What follows belongs to an exercise in optimizing a design on an open flow for small area and a short achievable clock period; a production flow would make more cautious choices. In this exercise RTL edits were held to simulation tests only and were not proved equivalent to the original. No activity file was given, so power comes from the tool's default toggle rates.

== alpha ==
Design mpx_trace_capture, start of the top module:
module mpx_trace_capture #(
  parameter int unsigned DEPTH_W = 6
) (
  input  logic               clk_i,
  input  logic               rst_i,
  input  logic               valid_i,
  input  logic [31:0]        pc_i,
  input  logic [31:0]        opcode_i,
  input  logic               arm_i,
  input  logic [DEPTH_W:0]   post_count_i,
  input  logic               trig_en_i,
  input  logic [31:0]        trig_pc_i,
  input  logic               trig_force_i,
  output logic               rd_valid_o,
  input  logic               rd_ready_i,
  output logic [31:0]        rd_pc_o,
  output logic [31:0]        rd_opcode_o,
  output logic               rd_last_o,
  output logic [1:0]         state_o,
  output logic               triggered_o,
  output logic [DEPTH_W:0]   count_o
);
Size: roughly 4300 flip-flops, roughly 190 I/O pins.
clock: 6.5 ns
lec_check: 0
cap_margin: 20
core_margin: 2
core_utilization: 55
cts_cluster_diameter: 80
cts_cluster_size: 30
setup_slack_margin: 3.7
slew_margin: 20
synth_memory_max_bits: 8192
tns_end_percent: 15
standard.sh (not shown) runs the stock make flow with config.mk's settings and CLKGATE_MAP_FILE= SYNTH_SCRIPT=/design/flow/synth_recipe.tcl, a recipe that flattens the netlist after the stock synthesis.
==> flow/flow/run.sh <==
#!/bin/bash
# The standard layout, with the trigger-compare input pins kept together
# (flow/io.tcl). Each tool's output goes to a log file in this folder.
set -euo pipefail
here=$(pwd)
bash standard.sh IO_CONSTRAINTS="$here/flow/io.tcl" finish > "$here/standard_flow.log" 2>&1
==> flow/flow/io.tcl <==
# Keep the trigger-compare inputs side by side on one edge, each pc_i bit
# next to the trig_pc_i bit it is compared with.
set_io_pin_constraint -group -order -region right:* -pin_names {trig_force_i trig_en_i valid_i pc_i[0] trig_pc_i[0] pc_i[1] trig_pc_i[1] pc_i[2] trig_pc_i[2] pc_i[3] trig_pc_i[3] pc_i[4] trig_pc_i[4] pc_i[5] trig_pc_i[5] pc_i[6] trig_pc_i[6] pc_i[7] trig_pc_i[7] pc_i[8] trig_pc_i[8] pc_i[9] trig_pc_i[9] pc_i[10] trig_pc_i[10] pc_i[11] trig_pc_i[11] pc_i[12] trig_pc_i[12] pc_i[13] trig_pc_i[13] pc_i[14] trig_pc_i[14] pc_i[15] trig_pc_i[15] pc_i[16] trig_pc_i[16] pc_i[17] trig_pc_i[17] pc_i[18] trig_pc_i[18] pc_i[19] trig_pc_i[19] pc_i[20] trig_pc_i[20] pc_i[21] trig_pc_i[21] pc_i[22] trig_pc_i[22] pc_i[23] trig_pc_i[23] pc_i[24] trig_pc_i[24] pc_i[25] trig_pc_i[25] pc_i[26] trig_pc_i[26] pc_i[27] trig_pc_i[27] pc_i[28] trig_pc_i[28] pc_i[29] trig_pc_i[29] pc_i[30] trig_pc_i[30] pc_i[31] trig_pc_i[31]}
alpha: flow completed, timing, DRC and antenna clean
Input-level comparison between beta and alpha:
# alpha
export LEC_CHECK = 0
export CAP_MARGIN = 20
export CORE_MARGIN = 2
export CORE_UTILIZATION = 55
export CTS_CLUSTER_DIAMETER = 80
export CTS_CLUSTER_SIZE = 30
export SETUP_SLACK_MARGIN = 3.7
export SLEW_MARGIN = 20
export SYNTH_MEMORY_MAX_BITS = 8192
export TNS_END_PERCENT = 15
create_clock -name core_clock -period 6.5 [get_ports {clk_i}]
# beta
export LEC_CHECK = 0
export CAP_MARGIN = 20
export CORE_MARGIN = 2
export CORE_UTILIZATION = 45
export CTS_CLUSTER_DIAMETER = 80
export CTS_CLUSTER_SIZE = 30
export SETUP_SLACK_MARGIN = 3.3
export SLEW_MARGIN = 20
export SYNTH_MEMORY_MAX_BITS = 8192
export TNS_END_PERCENT = 100
create_clock -name core_clock -period 6.5 [get_ports {clk_i}]
==> flow/run.sh (new file) <==
#!/bin/bash
# synth_recipe.tcl (not shown) runs the flow's synth.tcl, then flattens the netlist and writes it again
# the make line also repeats each setting of config.mk as NAME=value (left out here)
make -C /OpenROAD-flow-scripts/flow DESIGN_CONFIG=/design/flow/config.mk WORK_HOME=/design/flow/orfs CLKGATE_MAP_FILE= SYNTH_SCRIPT=/design/flow/synth_recipe.tcl finish
removed: flow/flow/run.sh
removed: flow/flow/io.tcl
removed: flow/standard.sh
[summary]
Lower starting density of the core goes to beta over alpha. Relative to alpha, depth of the worst register-to-register path has increased by 4 in beta. Summary — met3 layer usage reported by global route, beta relative to alpha: lower, by 4.3 points. Per the comparison of beta with alpha, total power stayed essentially flat, total number of cells along the worst setup path rose 2, met1 routed wirelength after detailed routing picked up an extra about 1.1%, post-detailed-route wirelength per cell decreased by 3.0 um relative to the old numbers. Cmp beta vs alpha: placer congestion estimate lower in beta. beta vs. alpha: minimum clock period now sits lower; overall via count from detail_route now sits at about the same level; final critical-path setup slack now sits higher.

==> static timing again, ports no longer ideal <==
How much do the figures lean on ideal ports? The routed layouts below were timed once more, with nothing changed but the port constraints. Step 1 assumes that a clkbuf_16 drives the clock port and a buf_2 every other input. Step 2 adds t to the input delays and takes it off the output delays; t is the mean of the earliest and latest rising clock arrival at the registers after step 1. Input paths then give back, and output paths get back, about the clock's delay inside the block. Three values: ideal ports, drivers, drivers and shift; two values: the first two.
run | t (ns) | setup WS [ns] | slew at the worst register clock pin (ns) | cell pins on the clock port's net
alpha | 1.048 | 2.371 / 2.433 / 1.388 | 0.12 / 0.12 | 1
beta | 1.028 | 2.999 / 3.012 / 2.030 | 0.12 / 0.12 | 1
After both steps every run listed still meets setup and hold. For alpha, which loses most, drivers alone change the setup slack by +0.062 ns; drivers and shift together by -0.983 ns.
